Context: an optimization exercise on an open-source flow, tuned for small area, a short achievable clock period and few clock cycles per item. The choices shown serve that exercise and are no tape-out recipe.

Design elastic_alu, start of the top module:
module elastic_alu (
	input logic clk,
	input logic rst,
	input logic [31:0] lhs,
	input logic [3:0] lhs_op,
	input logic lhs_valid,
	output logic lhs_ready,
	input logic [31:0] rhs,
	input logic rhs_valid,
	output logic rhs_ready,
	output logic [31:0] result,
	output logic result_valid,
	input logic result_ready
);
Size: about 2400 cells after synthesis, roughly 110 I/O pins.
clock: 10.0 ns
lec_check: 0
cap_margin: 20
core_margin: 2
core_utilization: 40
slew_margin: 20
synth_hierarchical: 1
standard.sh (not shown) runs the stock make flow with config.mk's settings and CLKGATE_MAP_FILE= SYNTH_SCRIPT=/design/flow/synth_recipe.tcl, a recipe that flattens the netlist after the stock synthesis.
==> flow/flow/run.sh <==
#!/bin/bash
set -euo pipefail
MARGIN=${MARGIN:-6.5}
sed "s/\"\\\${@:-finish}\"/SETUP_SLACK_MARGIN=$MARGIN \"\${@:-finish}\"/" standard.sh > flow/standard_margin.sh
grep -q "SETUP_SLACK_MARGIN=$MARGIN" flow/standard_margin.sh
bash flow/standard_margin.sh > make_flow.log 2>&1
==> flow/flow/standard_margin.sh <==
#!/bin/bash
# The standard flow's own layout of this design, on the ORFS make targets given (by default finish). After
# finish it leaves the final layout's DEF at /design/flow/out/final.def.
set -euo pipefail
make -C /OpenROAD-flow-scripts/flow DESIGN_CONFIG=/design/flow/config.mk WORK_HOME=/design/flow/orfs CLKGATE_MAP_FILE= SYNTH_SCRIPT=/design/flow/synth_recipe.tcl CAP_MARGIN=20 CORE_MARGIN=2 CORE_UTILIZATION=40 SLEW_MARGIN=20 SYNTH_HIERARCHICAL=1 SETUP_SLACK_MARGIN=6.5 "${@:-finish}"
if [[ -f /design/flow/orfs/results/sky130hd/elastic_alu/base/6_final.odb ]]; then
  : # left out here: write the final layout as DEF
fi
The starting point finished with timing, DRC and antenna clean.
Then changed:
--- a/flow/design.v
+++ b/flow/design.v
@@ -33,39 +33,32 @@
 	output logic lhs_ready,
 	input logic [31:0] rhs,
 	input logic rhs_valid,
 	output logic rhs_ready,
 	output logic [31:0] result,
 	output logic result_valid,
 	input logic result_ready
 );
 	logic lv, rv, fire, adv;
 	logic [31:0] a_l, a_r;
 	logic [3:0] a_op;
-	logic lbusy, rbusy, lv_n, rv_n, sv_n;
 	assign fire = lv & rv & adv;
-	assign lhs_ready = ~lbusy;
-	assign rhs_ready = ~rbusy;
-	assign lv_n = lhs_ready ? lhs_valid : lv;
-	assign rv_n = rhs_ready ? rhs_valid : rv;
+	assign lhs_ready = ~lv | fire;
+	assign rhs_ready = ~rv | fire;
 	always_ff @(posedge clk or posedge rst) begin
 		if (rst) begin
 			lv <= 1'b0;
 			rv <= 1'b0;
-			lbusy <= 1'b0;
-			rbusy <= 1'b0;
 		end else begin
-			lv <= lv_n;
-			rv <= rv_n;
-			lbusy <= lv_n & ~(rv_n & ~sv_n);
-			rbusy <= rv_n & ~(lv_n & ~sv_n);
+			if (lhs_ready) lv <= lhs_valid;
+			if (rhs_ready) rv <= rhs_valid;
 		end
 	end
 	always_ff @(posedge clk) begin
 		if (lhs_ready) begin
 			a_l <= lhs;
 			a_op <= lhs_op;
 		end
 		if (rhs_ready) begin
 			a_r <= rhs;
 		end
 	end
@@ -604,42 +597,33 @@
 		for (int i = 0; i < 32; i++) begin
 			res[i] = (b_sn & sum[i]) | (b_sr & sum[31 - i]);
 		end
 		res[0] = res[0] | (b_fl & sum[32]) | b_fe;
 	end
 	logic ov, sv, take;
 	logic [31:0] o_d, s_d;
 	assign adv = ~sv;
 	assign take = ov & result_ready;
 	assign result_valid = ov;
 	assign result = o_d;
-	logic ov_n;
-	always_comb begin
-		ov_n = ov;
-		sv_n = sv;
-		if (sv) begin
-			if (take) sv_n = 1'b0;
-		end else if (bv) begin
-			if (ov & ~take) sv_n = 1'b1;
-			else ov_n = 1'b1;
-		end else if (take) begin
-			ov_n = 1'b0;
-		end
-	end
 	always_ff @(posedge clk or posedge rst) begin
 		if (rst) begin
 			ov <= 1'b0;
 			sv <= 1'b0;
-		end else begin
-			ov <= ov_n;
-			sv <= sv_n;
+		end else if (sv) begin
+			if (take) sv <= 1'b0;
+		end else if (bv) begin
+			if (ov & ~take) sv <= 1'b1;
+			else ov <= 1'b1;
+		end else if (take) begin
+			ov <= 1'b0;
 		end
 	end
 	logic k_s, k_n, k_r;
 	logic [31:0] o_n;
 	assign k_s = sv;
 	assign k_n = ~sv & b_sn;
 	assign k_r = ~sv & b_sr;
 	always_comb begin
 		for (int i = 0; i < 32; i++) begin
 			o_n[i] = (k_s & s_d[i]) | (k_n & sum[i]) | (k_r & sum[31 - i]);
 		end
Worst hold slack barely changes.
Sequential share of layout area grows by 0.21 points.
Design area shrinks by 1.0%.
Cell count shrinks by 0.93%.
Routed wire length shrinks by 1.6%.
Area after synthesis shrinks by 0.35%.
Via count shrinks by 1.4%.
Die area shrinks by 0.34%.
Setup slack loses 0.17 ns.
No run of this note included a check of the RTL's function; only the layout flow was run.

what the ideal ports hide:
In the flow no input, the clock included, has a driving cell. The finished layouts below were timed again as built, in two steps. Step 1 sets driving cells, clkbuf_16 on the clock port and buf_2 on the other inputs (assumed; they add their load-dependent delay and slew). Step 2 adds t to the input delays and takes it off the output delays; t is the mean of the earliest and latest rising clock arrival at the registers after step 1. Input paths then give back, and output paths get back, about the clock's delay inside the block. a / b / c = ideal ports / drivers / drivers and shift; a / b = the first two.
run | t, ns | setup slack, ns | hold slack, ns | latest minus earliest clock arrival (ns) | worst slew at a driven data input, ns
the first run | 0.654 | 6.347 / 6.347 / 6.347 | 0.417 / 0.417 / 0.417 | 0.030 / 0.030 | 0.06
the second run | 0.635 | 6.176 / 6.176 / 6.176 | 0.419 / 0.419 / 0.419 | 0.027 / 0.028 | 0.08
After both steps every run listed still meets setup and hold.
